Context: an optimization exercise on an open-source flow, tuned for small area, a short achievable clock period and few clock cycles. The choices shown serve that exercise and are no tape-out recipe. In this exercise RTL edits were held to simulation tests only and were not proved equivalent to the original. Power and IR drop assume default switching activity.

## old
==> flow/design.v (excerpt) <==
module step_spike_detector (
    input  logic        i_clk,
    input  logic        i_rst_n,
    input  logic        i_in_valid,
    output logic        o_in_ready,
    input  logic        i_in_operation,
    input  logic [12:0] i_in_accel_x,
    input  logic [12:0] i_in_accel_y,
    input  logic [12:0] i_in_accel_z,
    output logic        o_out_valid,
    input  logic        i_out_ready,
    output logic        o_out_step_detected,
    output logic [12:0] o_out_current_magnitude,
    output logic [12:0] o_out_baseline_magnitude,
    input  logic        i_cfg_we,
    input  logic [0:0]  i_cfg_idx,
    input  logic [12:0] i_cfg_data
);
Size: roughly 4100 cells after synthesis, roughly 950 flip-flops, about 88 I/O pins, ~49000 µm² of cells after synthesis.
clock: 10.0 ns
lec_check: 0
cap_margin: 20
core_margin: 2
core_utilization: 40
slew_margin: 20
standard.sh (not shown) runs the stock make flow with config.mk's settings and CLKGATE_MAP_FILE= SYNTH_SCRIPT=/design/flow/synth_recipe.tcl, a recipe that flattens the netlist after the stock synthesis.
==> flow/flow/run.sh <==
#!/bin/bash
set -euo pipefail
bash standard.sh SETUP_SLACK_MARGIN=6.7 finish > standard_flow.log 2>&1
Testbench counts of old, summed over its fixed seeds: cycles 8,452.
--- input diff old..new ---
==> flow/flow/run.sh <==
#!/bin/bash
set -euo pipefail
bash standard.sh SETUP_SLACK_MARGIN=6.4 finish > standard_flow.log 2>&1
Results
- Higher final cycle utilization of the critical path goes to new over old.
- new gives more clock network fraction of total power than old did.
- Re sequential share of layout area: old was lower than new.

---

step_spike_detector, a different RTL version from the one above (not shown whole).
Size: roughly 4,100 cells after synthesis, about 950 flip-flops, roughly 49,000 µm² of cells after synthesis.
Design step_spike_detector, start of the top module:
module step_spike_detector (
    input  logic        i_clk,
    input  logic        i_rst_n,
    input  logic        i_in_valid,
    output logic        o_in_ready,
    input  logic        i_in_operation,
    input  logic [12:0] i_in_accel_x,
    input  logic [12:0] i_in_accel_y,
    input  logic [12:0] i_in_accel_z,
    output logic        o_out_valid,
    input  logic        i_out_ready,
    output logic        o_out_step_detected,
    output logic [12:0] o_out_current_magnitude,
    output logic [12:0] o_out_baseline_magnitude,
    input  logic        i_cfg_we,
    input  logic [0:0]  i_cfg_idx,
    input  logic [12:0] i_cfg_data
);
    localparam int NT = 15;         
    logic          r_rdy;           
    logic          r_t_v;           
    logic          w_adv;           
    logic          w_hz;            
    logic          w_fadv;          
    logic          w_acc;
    logic [NT:1]   r_tv, r_te;      
    logic          r_ev1;           
    logic          r_f_v, r_f_op;
    logic [12:0]   r_f_abs [3];
    assign w_adv      = !r_t_v;
    assign w_hz       = r_f_v && r_f_op && r_tv[1] && r_te[1];
    assign w_fadv     = w_adv && !w_hz;
  ...
Settings: LEC_CHECK=0, CAP_MARGIN=20, CORE_MARGIN=2, CORE_UTILIZATION=40, SLEW_MARGIN=20; clock period 10.0 ns.
==> flow/flow/run.sh <==
#!/bin/bash
set -euo pipefail
bash standard.sh SETUP_SLACK_MARGIN=6.95 finish > standard_flow.log 2>&1
Testbench counts at the start, summed over its fixed seeds: cycles 8,452.
Edit:
==> flow/flow/run.sh (replaced) <==
#!/bin/bash
set -euo pipefail
bash standard.sh SETUP_SLACK_MARGIN=6.7 finish > standard_flow.log 2>&1
- CTS_BUF_LIST: not set -> sky130_fd_sc_hd__clkbuf_8 sky130_fd_sc_hd__clkbuf_16
- CTS_CLUSTER_DIAMETER: not set -> 80
- CTS_CLUSTER_SIZE: not set -> 20
Worst hold slack gains 22 ps.
Global-route usage goes down by 0.47 points.
Clock power goes down by a quarter to a third.
Utilization goes down by 2.4 points.
Combinational power goes down by a little under a tenth.
Sequential share of layout area goes up by 2.3 points.
Edit:
- CTS_BUF_LIST: sky130_fd_sc_hd__clkbuf_8 sky130_fd_sc_hd__clkbuf_16 -> sky130_fd_sc_hd__clkbuf_8
- CTS_CLUSTER_DIAMETER: 80 -> not set
- CTS_CLUSTER_SIZE: 20 -> 25
=> Utilization grows by 1.2 points; non-clock buffer count is lower by 1; cell count rose by 3.2%; sequential share of layout area decreases by 1.3 points; die area does not change; routed wire length increases by 2.2%; fmax goes down by 3.0%; sequential power hardly moves.
Edit:
- CTS_BUF_LIST: sky130_fd_sc_hd__clkbuf_8 -> not set
- CTS_CLUSTER_SIZE: 25 -> not set
After rerunning: Cell area increases by 0.49%; combinational power hardly moves; total power increases by about 2%; sequential share of layout area decreases by 0.23 points; count of clock-buffer cells in the layout decreases by 32.

---

## maple
Starting RTL as in the previous note.
Settings: LEC_CHECK=0, CAP_MARGIN=20, CORE_MARGIN=2, CORE_UTILIZATION=40, CTS_BUF_LIST=sky130_fd_sc_hd__clkbuf_8 sky130_fd_sc_hd__clkbuf_16, CTS_CLUSTER_DIAMETER=100, CTS_CLUSTER_SIZE=25, SLEW_MARGIN=20; clock period 10.0 ns.
==> flow/flow/run.sh <==
#!/bin/bash
set -euo pipefail
bash standard.sh SETUP_SLACK_MARGIN=6.55 finish > standard_flow.log 2>&1
maple: no failed stages, no open violations at the end
Testbench counts of maple, summed over its fixed seeds: cycles 8,452.
What nickel does differently from maple at the input level:
- swapping 25 for 30 in CTS_CLUSTER_SIZE
- swapping 100 for 120 in CTS_CLUSTER_DIAMETER
==> flow/flow/run.sh <==
#!/bin/bash
set -euo pipefail
bash standard.sh SETUP_SLACK_MARGIN=6.7 finish > standard_flow.log 2>&1
### Flow results
The flow did not stop early for nickel: all stages ran, and the layout cleared the timing, DRC and antenna checks. Summary of nickel over maple: clock period minus final worst setup slack went down by 26 ps; total wire length decreased about 0.3%; number of clock buffers in the layout down 8; area occupied by registers flat; proportion of cell area occupied by registers level. Compared to maple, nickel has slack of the critical path 26 ps higher.
Setup changes, nickel to violet
- a change of CTS_BUF_LIST from sky130_fd_sc_hd__clkbuf_8 sky130_fd_sc_hd__clkbuf_16 to sky130_fd_sc_hd__clkbuf_16
- a change of CTS_CLUSTER_DIAMETER from 120 to 100
Notes after the runs:
- Clock network fraction of design power is higher on violet
- Status: met1 usage parity (nickel, violet)
- Diff nickel -> violet | count of clock-buffer cells in the layout | up by a few percent
- From violet to nickel, total grt overflow did not move at all.
- In violet the number of antenna violations at the first check in global routing turned out 1 higher than in nickel.
- Any difference in number of multi-input combinational cells between nickel and violet is small enough to ignore.
Setup changes, violet to amber
- changing CTS_CLUSTER_SIZE from 30 to 25
- changing CTS_BUF_LIST from sky130_fd_sc_hd__clkbuf_16 to sky130_fd_sc_hd__clkbuf_8 sky130_fd_sc_hd__clkbuf_16
Findings:
Of the two values seen for end point of the critical path, r_r1[14] was produced by amber and r_r1[12] by violet. Delta (amber minus violet): cell depth of the worst setup path moved up; portion of total power attributed to the clock network has increased; number of ordinary and repair buffers in the finished layout shrank by 5; final instance area shows no meaningful change. Diff violet..amber | die footprint | negligible. Sort violet and amber by count of buffers added by post-CTS timing repair for setup, descending, and violet comes first. Comparing violet and amber, the lower total power after layout is on violet. The multi-input logic cell count on violet is in line with that on amber.

-- port drivers added, routing unchanged --
No port has a modelled driver above. Below, the same layouts with a new extraction and two added sets of constraints.
Step 1, drivers: a clkbuf_16 drives i_clk and a buf_2 each remaining input, both assumed.
Step 2 times the ports against the registers' clock, not the clock port: input delays grow and output delays shrink by t, the midpoint of the rising clock arrivals with the driver on.
Three values: ideal ports, drivers, drivers and shift; two values: the first two.
run	t (ns)	slack for setup (ns)	worst hold slack (ns)	worst setup path after step 2
old	0.766	6.555 / 6.555 / 5.971	0.380 / 0.380 / 0.380	input to register
new	0.770	6.479 / 6.479 / 5.900	0.399 / 0.399 / 0.399	input to register
the first run of note 2	0.762	6.582 / 6.582 / 6.260	0.390 / 0.390 / 0.390	input to register
the second run of note 2	0.753	6.604 / 6.604 / 6.154	0.412 / 0.412 / 0.412	input to register
the third run of note 2	0.928	6.499 / 6.432 / 5.987	0.403 / 0.403 / 0.403	input to register
the fourth run of note 2	0.755	6.602 / 6.602 / 6.149	0.410 / 0.410 / 0.410	input to register
maple	0.728	6.603 / 6.549 / 6.195	0.405 / 0.405 / 0.405	input to register
nickel	0.724	6.629 / 6.621 / 6.140	0.398 / 0.398 / 0.398	input to register
violet	0.733	6.550 / 6.550 / 6.186	0.414 / 0.414 / 0.414	input to register
amber	0.728	6.611 / 6.611 / 6.140	0.403 / 0.403 / 0.403	input to register
After both steps every run listed still meets setup and hold. For old, which loses most, drivers alone change the setup slack by 0.000 ns; drivers and shift together by -0.584 ns.
